From an optimization exercise on the open Yosys and OpenROAD flow, aimed at small area, a short achievable clock period and few clock cycles per item; shortcuts taken in it are not production practice.
In this exercise RTL edits were held to simulation tests only and were not proved equivalent to the original.

## fir_mac_seq
module fir_mac_seq #(
  parameter int DW    = 16,
  parameter int CW    = 16,
  parameter int TAPS  = 8,
  parameter int SHIFT = 15
) (
  input  logic                      clk,
  input  logic                      reset,
  input  logic                      in_valid,
  output logic                      in_ready,
  input  logic [DW-1:0]             x_in,
  input  logic                      mode,
  input  logic                      coef_we,
  input  logic                      coef_sel,
  input  logic [$clog2(TAPS)-1:0]   coef_addr,
  input  logic [CW-1:0]             coef_data,
  output logic                      coef_err,
  output logic                      out_valid,
  input  logic                      out_ready,
  output logic [DW-1:0]             y_out,
  output logic                      out_sat
);
clock: 11.0 ns
lec_check: 0
cap_margin: 20
core_margin: 2
core_utilization: 65
slew_margin: 20
synth_hierarchical: 1
synth_minimum_keep_size: 0
standard.sh (not shown) runs the stock make flow with config.mk's settings and CLKGATE_MAP_FILE= SYNTH_SCRIPT=/design/flow/synth_recipe.tcl, a recipe that flattens the netlist after the stock synthesis.
==> flow/flow/run.sh <==
#!/bin/bash
set -euo pipefail
knobs='SETUP_SLACK_MARGIN=7.5 "BUFFER_PORTS_ARGS=-buffer_cell sky130_fd_sc_hd__buf_2" "CTS_ARGS=-sink_clustering_enable -repair_clock_nets -dont_use_dummy_load"'
sed "s|\"\${@:-finish}\"|$knobs \"\${@:-finish}\"|" standard.sh > standard_tuned.sh
grep -q 'SETUP_SLACK_MARGIN=7.5' standard_tuned.sh
bash standard_tuned.sh finish > flow.log 2>&1
The baseline finished with timing, DRC and antenna clean.
Testbench counts at the start, summed over its fixed seeds: cycles 2,088, items 2,048.
Next try:
==> flow/flow/run.sh (replaced) <==
#!/bin/bash
set -euo pipefail
knobs='SETUP_SLACK_MARGIN=7.2 "BUFFER_PORTS_ARGS=-buffer_cell sky130_fd_sc_hd__buf_2" "CTS_ARGS=-sink_clustering_enable -repair_clock_nets -dont_use_dummy_load"'
sed "s|\"\${@:-finish}\"|$knobs \"\${@:-finish}\"|" standard.sh > standard_tuned.sh
grep -q 'SETUP_SLACK_MARGIN=7.2' standard_tuned.sh
bash standard_tuned.sh finish > flow.log 2>&1
Settings changed: CORE_UTILIZATION 65 to 55.
The changed run completed with no timing, DRC or antenna violations.
Wire length is lower by about 10%.
Global-route usage is lower by 8.5 points.
Clock skew is higher by 0.011 ns.
First-iteration DRC count is lower by about 34%.
Synthesized area is unchanged.

========
Starting RTL as in the previous note.
export LEC_CHECK = 0
export CAP_MARGIN = 20
export CORE_MARGIN = 2
export CORE_UTILIZATION = 55
export SLEW_MARGIN = 20
export SYNTH_HIERARCHICAL = 1
export SYNTH_MINIMUM_KEEP_SIZE = 0
create_clock -name core_clock -period 11.0 [get_ports {clk}]
==> flow/flow/run.sh <==
#!/bin/bash
set -euo pipefail
knobs='SETUP_SLACK_MARGIN=7.5 "BUFFER_PORTS_ARGS=-buffer_cell sky130_fd_sc_hd__buf_2" "CTS_ARGS=-sink_clustering_enable -repair_clock_nets -dont_use_dummy_load"'
sed "s|\"\${@:-finish}\"|$knobs \"\${@:-finish}\"|" standard.sh > standard_tuned.sh
grep -q 'SETUP_SLACK_MARGIN=7.5' standard_tuned.sh
bash standard_tuned.sh finish > flow.log 2>&1
The starting point completed with no timing, DRC or antenna violations.
Testbench counts at the start, summed over its fixed seeds: cycles 2,088, items 2,048.
Change:
==> flow/flow/run.sh (replaced) <==
#!/bin/bash
set -euo pipefail
knobs='SETUP_SLACK_MARGIN=7.3 "BUFFER_PORTS_ARGS=-buffer_cell sky130_fd_sc_hd__buf_2" "CTS_ARGS=-sink_clustering_enable -repair_clock_nets -dont_use_dummy_load"'
sed "s|\"\${@:-finish}\"|$knobs \"\${@:-finish}\"|" standard.sh > standard_tuned.sh
grep -q 'SETUP_SLACK_MARGIN=7.3' standard_tuned.sh
bash standard_tuned.sh finish > flow.log 2>&1
Settings changed: CORE_UTILIZATION 55 to 60.
What happened: Routed wire length is lower by 18%; first-iteration DRC count shrinks by 11%; clock-buffer cell count went down by 3; sequential share of layout area goes up by 1.9 points; non-clock buffer count decreases by 236.

========
== exp/xenon ==
Another version of the RTL of fir_mac_seq (not shown whole).
Size in the first run: ~5200 cells after synthesis, ~990 flip-flops, roughly 62 I/O pins.
export LEC_CHECK = 0
export CAP_MARGIN = 20
export CORE_MARGIN = 2
export CORE_UTILIZATION = 60
export SLEW_MARGIN = 20
export SYNTH_HIERARCHICAL = 1
export SYNTH_MINIMUM_KEEP_SIZE = 0
create_clock -name core_clock -period 11.0 [get_ports {clk}]
==> flow/flow/run.sh <==
#!/bin/bash
set -euo pipefail
knobs='SETUP_SLACK_MARGIN=7.3 "BUFFER_PORTS_ARGS=-buffer_cell sky130_fd_sc_hd__buf_2" "CTS_ARGS=-sink_clustering_enable -repair_clock_nets -dont_use_dummy_load"'
sed "s|\"\${@:-finish}\"|$knobs \"\${@:-finish}\"|" standard.sh > standard_tuned.sh
grep -q 'SETUP_SLACK_MARGIN=7.3' standard_tuned.sh
bash standard_tuned.sh finish > flow.log 2>&1
Testbench counts of exp/xenon, summed over its fixed seeds: cycles 2,088, items 2,048.
diff inputs: exp/xenon => exp/raven
Settings: changing CORE_UTILIZATION from 60 to 55.
==> flow/flow/run.sh <==
#!/bin/bash
set -euo pipefail
knobs='SETUP_SLACK_MARGIN=7.2 "BUFFER_PORTS_ARGS=-buffer_cell sky130_fd_sc_hd__buf_2" "CTS_ARGS=-sink_clustering_enable -repair_clock_nets -dont_use_dummy_load"'
sed "s|\"\${@:-finish}\"|$knobs \"\${@:-finish}\"|" standard.sh > standard_tuned.sh
grep -q 'SETUP_SLACK_MARGIN=7.2' standard_tuned.sh
bash standard_tuned.sh finish > flow.log 2>&1
- exp/raven finished every stage and its layout cleared the timing, design-rule and antenna checks.
- Diff exp/xenon -> exp/raven | core footprint | up by a little under 10%
- Area: exp/raven vs exp/xenon -> exp/raven smaller
- The total number of nets in the final design of exp/raven falls short of that of exp/xenon by about 0.5%.
- exp/raven vs exp/xenon, origin of the worst setup path: dv[1]$_DFF_PP0_ vs dv[2]$_DFF_PP0_
- Sort exp/raven and exp/xenon by global-route usage, descending, and exp/xenon comes first.
- Die area for exp/raven: 11000 um^2 up relative to exp/xenon
- exp/raven — actual slew at the worst max-slew pin 0.22 ns higher, exp/xenon as reference
The inputs of exp/maple differ from those of exp/raven as listed below.
==> flow/flow/run.sh <==
#!/bin/bash
set -euo pipefail
knobs='SETUP_SLACK_MARGIN=7.0 "BUFFER_PORTS_ARGS=-buffer_cell sky130_fd_sc_hd__buf_2" "CTS_ARGS=-sink_clustering_enable -repair_clock_nets -dont_use_dummy_load"'
sed "s|\"\${@:-finish}\"|$knobs \"\${@:-finish}\"|" standard.sh > standard_tuned.sh
grep -q 'SETUP_SLACK_MARGIN=7.0' standard_tuned.sh
bash standard_tuned.sh finish > flow.log 2>&1
Diff exp/maple..exp/raven | number of hold-slack violations in the final timing report | unchanged
exp/maple vs exp/raven — minimum clock period rose 0.17 ns.
exp/maple vs exp/raven — number of buffers outside the clock class in the layout dropped about 7%.
Relative to exp/raven, final instance area has gone down in exp/maple.
Compared to exp/raven, exp/maple shows a narrower setup margin.

[port drivers added, routing unchanged]
How much do the figures lean on ideal ports? The routed layouts below were timed once more, with nothing changed but the port constraints.
Step 1, drivers: a clkbuf_16 drives clk and a buf_2 each remaining input, both assumed.
Step 2, shift: input delay + t, output delay - t, t = (earliest + latest rising clock arrival at the registers) / 2. This alone moves slack from input paths to output paths.
a / b / c = ideal / step 1 / step 2; a / b = the first two.
| run | shift t [ns] | slack for setup (ns) | worst setup path after step 2 | slew at the worst register clock pin (ns) | worst slew at a driven data input, ns |
|---|---|---|---|---|---|
| the first run of note 1 | 0.779 | 6.974 / 6.974 / 6.793 | input to register | 0.07 / 0.07 | 0.06 |
| the second run of note 1 | 0.806 | 7.195 / 7.195 / 6.610 | input to register | 0.06 / 0.06 | 0.04 |
| the first run of note 2 | 0.800 | 7.183 / 7.183 / 6.798 | input to register | 0.06 / 0.06 | 0.03 |
| the second run of note 2 | 0.781 | 7.234 / 7.234 / 6.651 | input to register | 0.07 / 0.07 | 0.03 |
| exp/xenon | 0.791 | 7.247 / 7.247 / 6.554 | input to register | 0.07 / 0.07 | 0.08 |
| exp/raven | 0.788 | 7.148 / 7.148 / 6.442 | input to register | 0.07 / 0.07 | 0.03 |
| exp/maple | 0.811 | 6.973 / 6.973 / 6.323 | input to register | 0.06 / 0.06 | 0.05 |
After both steps every run listed still meets setup and hold. The setup slack of exp/raven, which loses most, moves by 0.000 ns with the drivers and by -0.706 ns with both steps.
